Background: an optimization exercise with open tools, aiming at small area, a short achievable clock period and few clock cycles per item. Do not read the settings as production practice.
The RTL was checked by simulation tests, not by an equivalence proof against the original design.

==> inputs of try-indigo <==
==> flow/design.v <==
package trvp_pkg;
  localparam int MinutesPerDay = 24 * 60;
  localparam int MagW          = 62;
  localparam logic [3:0] ErrNone      = 4'd0;
  localparam logic [3:0] ErrNoTime    = 4'd1;
  localparam logic [3:0] ErrMissing   = 4'd2;
  localparam logic [3:0] ErrNoTerm    = 4'd3;
  localparam logic [3:0] ErrTooLong   = 4'd4;
  localparam logic [3:0] ErrBadMinute = 4'd5;
  localparam logic [3:0] ErrNegCount  = 4'd6;
  localparam logic [3:0] ErrOverflow  = 4'd7;
  localparam logic [3:0] ErrNegPrice  = 4'd8;
endpackage
module trvp_add #(
  parameter int W = 16
) (
  input  logic [W-1:0] a_i,
  input  logic [W-1:0] b_i,
  input  logic         ci_i,
  output logic [W-1:0] s_o,
  output logic         co_o
);
  localparam int L = $clog2(W);
  logic [W-1:0] p, g0;
  logic [W-1:0] g [L+1];
  logic [W-1:0] pp [L+1];
  assign p  = a_i ^ b_i;
  assign g0 = a_i & b_i;
  always_comb begin
    g[0]  = g0;
    pp[0] = p;
    g[0][0] = g0[0] | (p[0] & ci_i);
    for (int l = 0; l < L; l++) begin
      g[l + 1]  = g[l];
      pp[l + 1] = pp[l];
      for (int i = 0; i < W; i++) begin
        if ((i >> l) & 1) begin
          g[l + 1][i]  = g[l][i] | (pp[l][i] & g[l][((i >> l) << l) - 1]);
          pp[l + 1][i] = pp[l][i] & pp[l][((i >> l) << l) - 1];
        end
      end
    end
  end
  assign s_o  = p ^ {g[L][W-2:0], ci_i};
  assign co_o = g[L][W-1];
endmodule
module trvp_por #(
  parameter int W = 64
) (
  input  logic [W-1:0] x_i,
  output logic [W-1:0] o_o
);
  localparam int L = $clog2(W);
  logic [W-1:0] r [L+1];
  always_comb begin
    r[0] = x_i;
    for (int l = 0; l < L; l++) begin
      r[l + 1] = r[l];
      for (int i = 0; i < W; i++) begin
        if ((i >> l) & 1) r[l + 1][i] = r[l][i] | r[l][((i >> l) << l) - 1];
      end
    end
  end
  assign o_o = {r[L][W-2:0], 1'b0};
endmodule
module trade_record_varint_parser (
  input  logic                clk_i,
  input  logic                rst_ni,
  input  logic                in_valid_i,
  output logic                in_stall_o,
  input  logic [8:0]          in_data_i,
  output logic                out_valid_o,
  input  logic                out_stall_i,
  output logic [430:0]        out_data_o,
  input  logic                psel,
  input  logic                penable,
  input  logic                pwrite,
  input  logic [2:0]          paddr,
  input  logic [31:0]         pwdata,
  output logic [31:0]         prdata,
  output logic                pready
);
  localparam int MagW = trvp_pkg::MagW;
  localparam int PTLo = 0;
  localparam int PTHi = 1;
  localparam int PF0  = 2;    
  localparam int PF1  = 3;    
  localparam int PF2  = 4;    
  localparam int PF3  = 5;    
  localparam int PF4  = 6;    
  logic [15:0] rc_q, start_q, prd_q;
  logic        cfg_wr_rc;
  assign pready = 1'b1;
  assign prdata = {16'b0, prd_q};
  assign cfg_wr_rc = psel && penable && pwrite && !paddr[2];
  always_ff @(posedge clk_i or negedge rst_ni) begin
    if (!rst_ni) begin
      rc_q    <= '0;
      start_q <= '0;
    end else if (psel && penable && pwrite) begin
      if (paddr[2]) start_q <= pwdata[15:0];
      else          rc_q    <= pwdata[15:0];
    end
  end
  always_ff @(posedge clk_i) begin
    prd_q <= paddr[2] ? start_q : rc_q;
  end
  logic [8:0] ib_q, sk_q, ib_d;
  logic [6:1] ibpw_q;             
  logic       iborb_q;            
  logic       ib_v_q, sk_v_q;
  logic       accept, take, ib_load;
  assign in_stall_o = sk_v_q;
  assign ib_d       = sk_v_q ? sk_q : in_data_i;
  assign accept     = in_valid_i && !sk_v_q;
  assign ib_load    = !ib_v_q || take;
  always_ff @(posedge clk_i or negedge rst_ni) begin
    if (!rst_ni) begin
      ib_v_q <= 1'b0;
      sk_v_q <= 1'b0;
    end else begin
      if (ib_load) ib_v_q <= sk_v_q || accept;
      sk_v_q <= sk_v_q ? !ib_load : (accept && !ib_load);
    end
  end
  always_ff @(posedge clk_i) begin
    if (ib_load) begin
      ib_q    <= ib_d;
      iborb_q <= |ib_d[7:1];
      for (int k = 1; k < 7; k++) ibpw_q[k] <= |(ib_d[7:1] & ((7'b1 << k) - 7'b1));
    end
    if (!sk_v_q) sk_q <= in_data_i;
  end
  logic [6:0]      ph_q;
  logic [10:0]     minute_q;      
  logic [62:0]     acc_q;         
  logic            sign_q, invar_q;
  logic [8:0]      g_q;           
  logic [8:1]      nzb_q, nzb_d;
  logic [62:0]     f0_q, f3_q;
  logic [MagW-1:0] f1_q, f2_q;
  logic            vneg_q, oneg_q, ovf_q, negp_q, upd_q, upd2_q, cy_q, pz_q;
  logic [62:0]     price_q;       
  logic [15:0]     cnt_q;
  logic            cpi_q, cpz_q;  
  logic            live_q;        
  logic            more_q;        
  logic            ov_q, olast_q, clr_q;
  logic [3:0]      oerr_q;
  logic [16:0]     oabs_q;
  logic [10:0]     omin_q;
  logic [7:0]      b;
  logic            be, cont, first, toolong, live, more, act, vph, fend;
  logic [15:0]     t_word;
  logic [MagW-1:0] acc_nx;
  logic            sign_nx;
  logic [3:0]      err;
  logic            errany, rec_done, res, block, proc, replay, pe_reset;
  logic [31:0]     sum_lo, sum_hi;
  logic            cy_lo;
  logic [63:0]     val, por;
  logic            tbad, ovf;
  logic [15:0]     cnt_inc;
  logic [16:0]     abs_sum;
  logic [15:0]     cnt_inc2;
  assign b       = ib_q[8:1];
  assign be      = ib_q[0];
  assign cont    = b[7];
  assign first   = !invar_q;
  assign toolong = invar_q && g_q[8];
  assign live    = live_q;
  assign more    = more_q;
  assign act     = ib_v_q && live;
  assign vph     = |ph_q[PF4:PF0];
  assign fend    = vph && !toolong && !cont;
  assign t_word  = {b, minute_q[7:0]};
  always_comb begin
    acc_nx[5:0] = clr_q ? 6'b0 : (first ? b[5:0] : acc_q[5:0]);
    for (int j = 1; j <= 8; j++) begin
      acc_nx[6 + 7 * (j - 1) +: 7] = (clr_q || (first && j > 0)) ? 7'b0
                                   : (g_q[j - 1] ? b[6:0] : acc_q[6 + 7 * (j - 1) +: 7]);
    end
  end
  assign sign_nx = !clr_q && (first ? b[6] : sign_q);
  always_comb begin
    err      = trvp_pkg::ErrNone;
    rec_done = 1'b0;
    if (ph_q[PTLo]) begin
      if (be) err = trvp_pkg::ErrNoTime;
    end else if (ph_q[PTHi]) begin
      if (tbad)                                    err = trvp_pkg::ErrBadMinute;
      else if (be)                                 err = trvp_pkg::ErrMissing;
    end else if (toolong) begin
      err = trvp_pkg::ErrTooLong;
    end else if (cont) begin
      if (be) err = trvp_pkg::ErrNoTerm;
    end else if (!ph_q[PF4]) begin
      if (be) err = trvp_pkg::ErrMissing;
    end else if (vneg_q || oneg_q) begin
      err = trvp_pkg::ErrNegCount;
    end else if (ovf_q) begin
      err = trvp_pkg::ErrOverflow;
    end else if (negp_q) begin
      err = trvp_pkg::ErrNegPrice;
    end else begin
      rec_done = 1'b1;
    end
  end
  assign errany   = act && (err != trvp_pkg::ErrNone);
  assign res      = act && (errany || rec_done);
  assign tbad     = t_word >= 16'(trvp_pkg::MinutesPerDay);
  assign block    = (ov_q || clr_q) && (be || (act && (vph || (ph_q[PTHi] && tbad))));
  assign proc     = act && !block;
  assign replay   = rec_done && be && more;
  assign take     = ib_v_q && !block && !(act && replay);
  assign pe_reset = take && be;
  logic [MagW-1:0] por_acc, por_nx;
  logic [6:0]      pw;            
  logic            orb;
  always_comb begin
    for (int i = 0; i < MagW; i++) begin
      if (i < 6) por_acc[i] = |(acc_q[5:0] & ((6'b1 << i) - 6'b1));
      else       por_acc[i] = nzb_q[(i - 6) / 7 + 1]
                            | (|(acc_q[6 + 7 * ((i - 6) / 7) +: 7] & ((7'b1 << ((i - 6) % 7)) - 7'b1)));
    end
  end
  always_comb begin
    pw  = {ibpw_q, 1'b0};
    orb = iborb_q;
    for (int i = 0; i < MagW; i++) begin
      if (first) begin
        por_nx[i] = (i < 6) ? pw[i] : pw[6];
      end else if (i < 6) begin
        por_nx[i] = por_acc[i];
      end else begin
        por_nx[i] = por_acc[i]
                  | (g_q[(i - 6) / 7] & pw[(i - 6) % 7])
                  | ((|(g_q[8:0] & ((9'b1 << ((i - 6) / 7)) - 9'b1))) & orb);
      end
    end
  end
  assign por   = {1'b0, 1'b0, por_nx};
  always_comb begin
    for (int k = 1; k <= 8; k++) begin
      nzb_d[k] = first ? pw[6] : (nzb_q[k] | (orb & (|(g_q & ((9'b1 << (k - 1)) - 9'b1)))));
    end
  end
  assign val   = {2'b00, acc_nx} ^ ({{2{sign_nx & (|por_nx[MagW-1:MagW-1] | acc_nx[MagW-1])}},
                                      {MagW{sign_nx}} & por_nx});
  trvp_add #(.W(32)) u_sum_lo (.a_i(price_q[31:0]), .b_i(f0_q[31:0]), .ci_i(1'b0),
                               .s_o(sum_lo), .co_o(cy_lo));
  trvp_add #(.W(32)) u_sum_hi (.a_i({1'b0, price_q[62:32]}), .b_i({f0_q[62], f0_q[62:32]}),
                               .ci_i(cy_q), .s_o(sum_hi), .co_o());
  assign ovf = !f0_q[62] && sum_hi[31];
  trvp_add #(.W(16)) u_cinc (.a_i(cnt_q), .b_i(16'd1), .ci_i(1'b0), .s_o(cnt_inc), .co_o());
  trvp_add #(.W(16)) u_cinc2 (.a_i(cnt_q), .b_i(16'd2), .ci_i(1'b0), .s_o(cnt_inc2), .co_o());
  trvp_add #(.W(17)) u_abs (.a_i({1'b0, start_q}), .b_i({1'b0, cnt_q}), .ci_i(1'b0),
                            .s_o(abs_sum), .co_o());
  always_ff @(posedge clk_i or negedge rst_ni) begin
    if (!rst_ni) begin
      ph_q     <= 7'b1 << PTLo;
      invar_q  <= 1'b0;
      cnt_q    <= '0;
      cpi_q    <= 1'b0;
      cpz_q    <= 1'b0;
      live_q   <= 1'b0;
      more_q   <= 1'b0;
      upd_q    <= 1'b0;
      upd2_q   <= 1'b0;
      ov_q     <= 1'b0;
      clr_q    <= 1'b0;
      pz_q     <= 1'b1;       
    end else begin
      if (!ov_q) pz_q <= 1'b0;
      if (ov_q && !out_stall_i) begin
        ov_q  <= 1'b0;
        cpi_q <= 1'b0;
        cpz_q <= 1'b0;
        if (cpz_q)      cnt_q <= '0;
        else if (cpi_q) cnt_q <= cnt_inc;
      end
      clr_q <= 1'b0;
      if (clr_q) ov_q <= 1'b1;
      upd_q  <= 1'b0;
      upd2_q <= upd_q;
      if (proc) begin
        if (ph_q[PTLo]) begin
          ph_q <= 7'b1 << PTHi;
        end else if (ph_q[PTHi]) begin
          ph_q    <= 7'b1 << PF0;
          invar_q <= 1'b0;
        end else if (!toolong) begin
          invar_q <= cont;
          if (!cont) ph_q <= ph_q[PF4] ? 7'(1 << PTLo) : (ph_q << 1);
          if (!cont && ph_q[PF0] && !be) upd_q <= 1'b1;
        end
        if (rec_done) begin
          cpi_q  <= 1'b1;
          live_q <= more_q;
          more_q <= more_q && (cnt_inc2 != rc_q);
        end
        if (errany) live_q <= 1'b0;
        if (rec_done) ov_q <= 1'b1;
        if (errany) clr_q <= 1'b1;
      end
      if (pe_reset) begin
        ph_q     <= 7'b1 << PTLo;
        invar_q  <= 1'b0;
        if (proc && res) cpz_q <= 1'b1;
        else             cnt_q <= '0;
        live_q   <= (rc_q != 16'd0);
        more_q   <= (rc_q > 16'd1);
        upd_q    <= 1'b0;
        upd2_q   <= 1'b0;
        pz_q     <= 1'b1;
      end
      if (cfg_wr_rc) begin
        live_q <= (pwdata[15:0] != 16'd0);
        more_q <= (pwdata[15:1] != 15'd0);
      end
    end
  end
  always_ff @(posedge clk_i) begin
    if (proc && ph_q[PTLo]) minute_q[7:0]  <= b;
    if (proc && ph_q[PTHi]) minute_q[10:8] <= b[2:0];
    if (proc && vph && !toolong) begin
      sign_q <= sign_nx;
      g_q    <= first ? 9'b1 : (g_q << 1);
      nzb_q  <= nzb_d;
    end
    if ((proc && vph) || clr_q) acc_q <= (ph_q[PF4] && fend) ? val[62:0] : {1'b0, acc_nx};
    if ((proc && fend && ph_q[PF0]) || clr_q) f0_q <= val[62:0];
    if ((proc && fend && ph_q[PF1]) || clr_q) begin
      f1_q   <= acc_nx;
      vneg_q <= sign_nx && (|acc_nx);
    end
    if ((proc && fend && ph_q[PF2]) || clr_q) begin
      f2_q   <= acc_nx;
      oneg_q <= sign_nx && (|acc_nx);
    end
    if ((proc && fend && ph_q[PF3]) || clr_q) f3_q <= val[62:0];
    if (upd_q) cy_q <= cy_lo;
    if (upd2_q) begin
      ovf_q  <= ovf;
      negp_q <= sum_hi[31];
    end
    if ((pz_q && !ov_q) || clr_q) begin
      price_q <= '0;
    end else begin
      if (upd_q)  price_q[31:0]  <= sum_lo;
      if (upd2_q) price_q[62:32] <= sum_hi[30:0];
    end
    if (proc && res) begin
      oerr_q  <= err;
      olast_q <= !(rec_done && replay);
      oabs_q  <= abs_sum;
      omin_q  <= rec_done ? minute_q : 11'd0;
    end
  end
  assign out_valid_o = ov_q;
  assign out_data_o  = {cnt_q, oabs_q, omin_q, f0_q[62], f0_q, 1'b0, price_q, 1'b0, f1_q,
                        1'b0, f2_q, f3_q[62], f3_q, acc_q[62], acc_q, oerr_q, olast_q};
endmodule
==> flow/run.sh <==
#!/bin/bash
# synth_recipe.tcl (not shown) runs the flow's synth.tcl, then flattens the netlist and writes it again
# the make line also repeats each setting of config.mk as NAME=value (left out here)
make -C /OpenROAD-flow-scripts/flow DESIGN_CONFIG=/design/flow/config.mk WORK_HOME=/design/flow/orfs CLKGATE_MAP_FILE= SYNTH_SCRIPT=/design/flow/synth_recipe.tcl finish
==> flow/config.mk <==
export PLATFORM = sky130hd
export DESIGN_NAME = trade_record_varint_parser
export DESIGN_NICKNAME = trade_record_varint_parser
export VERILOG_FILES = /design/flow/design.v
export SDC_FILE = /design/flow/constraint.sdc
export NUM_CORES = 4
export LEC_CHECK = 0
export CAP_MARGIN = 20
export CORE_MARGIN = 2
export CORE_UTILIZATION = 65
export CTS_CLUSTER_DIAMETER = 60
export CTS_CLUSTER_SIZE = 25
export SETUP_SLACK_MARGIN = 5
export SLEW_MARGIN = 20
==> flow/constraint.sdc <==
create_clock -name core_clock -period 10.0 [get_ports {clk_i}]
set_input_delay 2.0000 -clock core_clock [delete_from_list [all_inputs] [get_ports {clk_i}]]
set_output_delay 2.0000 -clock core_clock [all_outputs]
set_load 0.01 [all_outputs]
==> try-fjord (differences from try-indigo) <==
==> flow/design.v, changed modules only <==
module trade_record_varint_parser (
  input  logic                clk_i,
  input  logic                rst_ni,
  input  logic                in_valid_i,
  output logic                in_stall_o,
  input  logic [8:0]          in_data_i,
  output logic                out_valid_o,
  input  logic                out_stall_i,
  output logic [430:0]        out_data_o,
  input  logic                psel,
  input  logic                penable,
  input  logic                pwrite,
  input  logic [2:0]          paddr,
  input  logic [31:0]         pwdata,
  output logic [31:0]         prdata,
  output logic                pready
);
  localparam int MagW = trvp_pkg::MagW;
  localparam int PTLo = 0;
  localparam int PTHi = 1;
  localparam int PF0  = 2;    
  localparam int PF1  = 3;    
  localparam int PF2  = 4;    
  localparam int PF3  = 5;    
  localparam int PF4  = 6;    
  logic [15:0] rc_q, start_q, prd_q;
  logic        cfg_wr_rc;
  assign pready = 1'b1;
  assign prdata = {16'b0, prd_q};
  assign cfg_wr_rc = psel && penable && pwrite && !paddr[2];
  always_ff @(posedge clk_i or negedge rst_ni) begin
    if (!rst_ni) begin
      rc_q    <= '0;
      start_q <= '0;
    end else if (psel && penable && pwrite) begin
      if (paddr[2]) start_q <= pwdata[15:0];
      else          rc_q    <= pwdata[15:0];
    end
  end
  always_ff @(posedge clk_i) begin
    prd_q <= paddr[2] ? start_q : rc_q;
  end
  logic [8:0] ib_q, sk_q;
  logic       ib_v_q, sk_v_q;
  logic       accept, take, ib_load;
  assign in_stall_o = sk_v_q;
  assign accept     = in_valid_i && !sk_v_q;
  assign ib_load    = !ib_v_q || take;
  always_ff @(posedge clk_i or negedge rst_ni) begin
    if (!rst_ni) begin
      ib_v_q <= 1'b0;
      sk_v_q <= 1'b0;
    end else begin
      if (ib_load) ib_v_q <= sk_v_q || accept;
      sk_v_q <= sk_v_q ? !ib_load : (accept && !ib_load);
    end
  end
  always_ff @(posedge clk_i) begin
    if (ib_load) ib_q <= sk_v_q ? sk_q : in_data_i;
    if (!sk_v_q) sk_q <= in_data_i;
  end
  logic [6:0]      ph_q;
  logic [7:0]      tlow_q;
  logic [10:0]     minute_q;
  logic [63:0]     acc_q;         
  logic            sign_q, invar_q;
  logic [8:0]      g_q;           
  logic [8:1]      nzb_q, nzb_d;
  logic [63:0]     f0_q, f3_q;
  logic [MagW-1:0] f1_q, f2_q;
  logic            vneg_q, oneg_q, ovf_q, negp_q, upd_q, upd2_q, cy_q, pz_q;
  logic [63:0]     price_q;
  logic [15:0]     cnt_q;
  logic            live_q;        
  logic            more_q;        
  logic            ov_q, olast_q, clr_q;
  logic [3:0]      oerr_q;
  logic [15:0]     orn_q;
  logic [16:0]     oabs_q;
  logic [10:0]     omin_q;
  logic [7:0]      b;
  logic            be, cont, first, toolong, live, more, act, vph, fend;
  logic [15:0]     t_word;
  logic [MagW-1:0] acc_nx;
  logic            sign_nx;
  logic [3:0]      err;
  logic            errany, rec_done, res, block, proc, replay, pe_reset;
  logic [31:0]     sum_lo, sum_hi;
  logic            cy_lo;
  logic [63:0]     val, por;
  logic            tbad, ovf;
  logic [15:0]     cnt_inc;
  logic [16:0]     cnt_inc2, abs_sum;
  logic            lt2;
  assign b       = ib_q[8:1];
  assign be      = ib_q[0];
  assign cont    = b[7];
  assign first   = !invar_q;
  assign toolong = invar_q && g_q[8];
  assign live    = live_q;
  assign more    = more_q;
  assign act     = ib_v_q && live;
  assign vph     = |ph_q[PF4:PF0];
  assign fend    = vph && !toolong && !cont;
  assign t_word  = {b, tlow_q};
  always_comb begin
    acc_nx[5:0] = first ? b[5:0] : acc_q[5:0];
    for (int j = 1; j <= 8; j++) begin
      acc_nx[6 + 7 * (j - 1) +: 7] = (!first && g_q[j - 1]) ? b[6:0]
                                   : (first ? 7'b0 : acc_q[6 + 7 * (j - 1) +: 7]);
    end
  end
  assign sign_nx = first ? b[6] : sign_q;
  always_comb begin
    err      = trvp_pkg::ErrNone;
    rec_done = 1'b0;
    if (ph_q[PTLo]) begin
      if (be) err = trvp_pkg::ErrNoTime;
    end else if (ph_q[PTHi]) begin
      if (tbad)                                    err = trvp_pkg::ErrBadMinute;
      else if (be)                                 err = trvp_pkg::ErrMissing;
    end else if (toolong) begin
      err = trvp_pkg::ErrTooLong;
    end else if (cont) begin
      if (be) err = trvp_pkg::ErrNoTerm;
    end else if (!ph_q[PF4]) begin
      if (be) err = trvp_pkg::ErrMissing;
    end else if (vneg_q || oneg_q) begin
      err = trvp_pkg::ErrNegCount;
    end else if (ovf_q) begin
      err = trvp_pkg::ErrOverflow;
    end else if (negp_q) begin
      err = trvp_pkg::ErrNegPrice;
    end else begin
      rec_done = 1'b1;
    end
  end
  assign errany   = act && (err != trvp_pkg::ErrNone);
  assign res      = act && (errany || rec_done);
  assign tbad     = t_word >= 16'(trvp_pkg::MinutesPerDay);
  assign block    = (ov_q || clr_q) && (be || (act && (vph || (ph_q[PTHi] && tbad))));
  assign proc     = act && !block;
  assign replay   = rec_done && be && more;
  assign take     = ib_v_q && !block && !(act && replay);
  assign pe_reset = take && be;
  logic [MagW-1:0] por_acc, por_nx;
  logic [6:0]      pw;            
  logic            orb;
  always_comb begin
    for (int i = 0; i < MagW; i++) begin
      if (i < 6) por_acc[i] = |(acc_q[5:0] & ((6'b1 << i) - 6'b1));
      else       por_acc[i] = nzb_q[(i - 6) / 7 + 1]
                            | (|(acc_q[6 + 7 * ((i - 6) / 7) +: 7] & ((7'b1 << ((i - 6) % 7)) - 7'b1)));
    end
  end
  always_comb begin
    pw[0] = 1'b0;
    for (int k = 1; k < 7; k++) pw[k] = pw[k - 1] | b[k - 1];
    orb = pw[6] | b[6];
    for (int i = 0; i < MagW; i++) begin
      if (first) begin
        por_nx[i] = (i < 6) ? pw[i] : pw[6];
      end else if (i < 6) begin
        por_nx[i] = por_acc[i];
      end else begin
        por_nx[i] = por_acc[i]
                  | (g_q[(i - 6) / 7] & pw[(i - 6) % 7])
                  | ((|(g_q[8:0] & ((9'b1 << ((i - 6) / 7)) - 9'b1))) & orb);
      end
    end
  end
  assign por   = {1'b0, 1'b0, por_nx};
  always_comb begin
    for (int k = 1; k <= 8; k++) begin
      nzb_d[k] = first ? pw[6] : (nzb_q[k] | (orb & (|(g_q & ((9'b1 << (k - 1)) - 9'b1)))));
    end
  end
  assign val   = {2'b00, acc_nx} ^ ({{2{sign_nx & (|por_nx[MagW-1:MagW-1] | acc_nx[MagW-1])}},
                                      {MagW{sign_nx}} & por_nx});
  trvp_add #(.W(32)) u_sum_lo (.a_i(price_q[31:0]), .b_i(f0_q[31:0]), .ci_i(1'b0),
                               .s_o(sum_lo), .co_o(cy_lo));
  trvp_add #(.W(32)) u_sum_hi (.a_i(price_q[63:32]), .b_i(f0_q[63:32]), .ci_i(cy_q),
                               .s_o(sum_hi), .co_o());
  assign ovf = (price_q[63] == f0_q[63]) && (sum_hi[31] != price_q[63]);
  trvp_add #(.W(16)) u_cinc (.a_i(cnt_q), .b_i(16'd1), .ci_i(1'b0), .s_o(cnt_inc), .co_o());
  trvp_add #(.W(17)) u_cinc2 (.a_i({1'b0, cnt_q}), .b_i(17'd2), .ci_i(1'b0), .s_o(cnt_inc2),
                              .co_o());
  trvp_add #(.W(17)) u_lt2 (.a_i({1'b0, rc_q}), .b_i(~cnt_inc2), .ci_i(1'b0), .s_o(),
                            .co_o(lt2));
  trvp_add #(.W(17)) u_abs (.a_i({1'b0, start_q}), .b_i({1'b0, cnt_q}), .ci_i(1'b0),
                            .s_o(abs_sum), .co_o());
  always_ff @(posedge clk_i or negedge rst_ni) begin
    if (!rst_ni) begin
      ph_q     <= 7'b1 << PTLo;
      invar_q  <= 1'b0;
      cnt_q    <= '0;
      live_q   <= 1'b0;
      more_q   <= 1'b0;
      upd_q    <= 1'b0;
      upd2_q   <= 1'b0;
      ov_q     <= 1'b0;
      clr_q    <= 1'b0;
      pz_q     <= 1'b0;
    end else begin
      if (!ov_q) pz_q <= 1'b0;
      if (ov_q && !out_stall_i) ov_q <= 1'b0;
      clr_q <= 1'b0;
      if (clr_q) ov_q <= 1'b1;
      upd_q  <= 1'b0;
      upd2_q <= upd_q;
      if (proc) begin
        if (ph_q[PTLo]) begin
          ph_q <= 7'b1 << PTHi;
        end else if (ph_q[PTHi]) begin
          ph_q    <= 7'b1 << PF0;
          invar_q <= 1'b0;
        end else if (!toolong) begin
          invar_q <= cont;
          if (!cont) ph_q <= ph_q[PF4] ? 7'(1 << PTLo) : (ph_q << 1);
          if (!cont && ph_q[PF0] && !be) upd_q <= 1'b1;
        end
        if (rec_done) begin
          cnt_q  <= cnt_inc;
          live_q <= more_q;
          more_q <= lt2;
        end
        if (errany) live_q <= 1'b0;
        if (rec_done) ov_q <= 1'b1;
        if (errany) clr_q <= 1'b1;
      end
      if (pe_reset) begin
        ph_q     <= 7'b1 << PTLo;
        invar_q  <= 1'b0;
        cnt_q    <= '0;
        live_q   <= (rc_q != 16'd0);
        more_q   <= (rc_q > 16'd1);
        upd_q    <= 1'b0;
        upd2_q   <= 1'b0;
        pz_q     <= 1'b1;
      end
      if (cfg_wr_rc) begin
        live_q <= (pwdata[15:0] != 16'd0);
        more_q <= (pwdata[15:1] != 15'd0);
      end
    end
  end
  always_ff @(posedge clk_i) begin
    if (proc && ph_q[PTLo]) tlow_q <= b;
    if (proc && ph_q[PTHi]) minute_q <= t_word[10:0];
    if (proc && vph && !toolong) begin
      sign_q <= sign_nx;
      g_q    <= first ? 9'b1 : (g_q << 1);
      nzb_q  <= nzb_d;
    end
    if (clr_q) begin
      acc_q <= '0;
      f0_q  <= '0;
      f1_q  <= '0;
      f2_q  <= '0;
      f3_q  <= '0;
    end else begin
      if (proc && vph) acc_q <= (ph_q[PF4] && fend) ? val : {2'b00, acc_nx};
      if (proc && fend && ph_q[PF0]) f0_q <= val;
      if (proc && fend && ph_q[PF1]) begin
        f1_q   <= acc_nx;
        vneg_q <= sign_nx && (|acc_nx);
      end
      if (proc && fend && ph_q[PF2]) begin
        f2_q   <= acc_nx;
        oneg_q <= sign_nx && (|acc_nx);
      end
      if (proc && fend && ph_q[PF3]) f3_q <= val;
    end
    if (upd_q) cy_q <= cy_lo;
    if (upd2_q) begin
      ovf_q  <= ovf;
      negp_q <= sum_hi[31];
    end
    if (!rst_ni || (pz_q && !ov_q) || clr_q) begin
      price_q <= '0;
    end else begin
      if (upd_q)  price_q[31:0]  <= sum_lo;
      if (upd2_q) price_q[63:32] <= sum_hi;
    end
    if (proc && res) begin
      oerr_q  <= err;
      olast_q <= !(rec_done && replay);
      orn_q   <= cnt_q;
      oabs_q  <= abs_sum;
      omin_q  <= rec_done ? minute_q : 11'd0;
    end
  end
  assign out_valid_o = ov_q;
  assign out_data_o  = {orn_q, oabs_q, omin_q, f0_q, price_q, 1'b0, f1_q, 1'b0, f2_q, f3_q,
                        acc_q, oerr_q, olast_q};
endmodule
==> flow/flow/run.sh (new file) <==
#!/bin/bash
# The standard layout, with plain buffers on the ports and timing repair aimed well past
# the clock period. Each step's own log stays in orfs/logs; make's output goes to
# flow_make.log here.
set -euo pipefail
bash standard.sh \
  "BUFFER_PORTS_ARGS=-buffer_cell sky130_fd_sc_hd__buf_2" \
  SETUP_SLACK_MARGIN=7 \
  finish > flow_make.log 2>&1
==> flow/standard.sh (new file) <==
#!/bin/bash
# synth_recipe.tcl (not shown) runs the flow's synth.tcl, then flattens the netlist and writes it again
# the make line also repeats each setting of config.mk as NAME=value (left out here)
make -C /OpenROAD-flow-scripts/flow DESIGN_CONFIG=/design/flow/config.mk WORK_HOME=/design/flow/orfs CLKGATE_MAP_FILE= SYNTH_SCRIPT=/design/flow/synth_recipe.tcl "${@:-finish}"
Settings changed: CORE_UTILIZATION 65 to 55, CTS_CLUSTER_DIAMETER 60 to unset, CTS_CLUSTER_SIZE 25 to unset, SETUP_SLACK_MARGIN 5 to unset.
removed: flow/run.sh
==> notes <==
- try-indigo passed the timing, design-rule and antenna checks. try-fjord finished clean.
- Between try-indigo and try-fjord, the lower count of clock-buffer cells in the layout is in try-indigo (gap 40).
- Sequential cell count: try-indigo is lower than try-fjord (17).
- Against try-indigo, the first-iteration DRC count of try-fjord is higher by about 40%.
- Against try-fjord, the global-route usage of try-indigo is higher by 0.87 points.
- Of try-fjord and try-indigo, try-fjord has the higher cell area (gap 21%, measured against try-indigo).
- In try-fjord the final cell count is higher than in try-indigo, by 45%.
- Between try-fjord and try-indigo, the lower via count is in try-indigo (gap about 40%, measured against try-indigo).
- Of try-indigo and try-fjord, try-indigo has the higher core utilization (gap 3.4 points).
- Between try-fjord and try-indigo, the lower non-clock buffer count is in try-indigo (gap 321).
Testbench counts of try-indigo, summed over its fixed seeds: cycles 19,190, bytes 19,095.
Testbench counts of try-fjord, summed over its fixed seeds: cycles 19,190, bytes 19,095.

-- afterwards: timing with drivers on the ports --
In the flow no input, the clock included, has a driving cell. The finished layouts below were timed again as built, in two steps.
Step 1 sets driving cells, clkbuf_16 on the clock port and buf_2 on the other inputs (assumed; they add their load-dependent delay and slew).
Step 2 times the ports against the registers' clock, not the clock port: input delays grow and output delays shrink by t, the midpoint of the rising clock arrivals with the driver on.
Three values: ideal, step 1, step 2; two values: the first two.
run	t, ns	slack for setup (ns)	worst hold slack (ns)	latest minus earliest clock arrival (ns)	slew at the worst register clock pin (ns)
try-indigo	0.639	5.726 / 5.746 / 5.107	0.479 / 0.479 / 0.479	0.023 / 0.023	0.09 / 0.09
try-fjord	0.683	6.743 / 6.743 / 6.380	0.426 / 0.426 / 0.426	0.030 / 0.030	0.07 / 0.07
After both steps setup and hold are still met in every run listed. For try-indigo, which loses most, drivers alone change the setup slack by +0.020 ns; drivers and shift together by -0.619 ns.
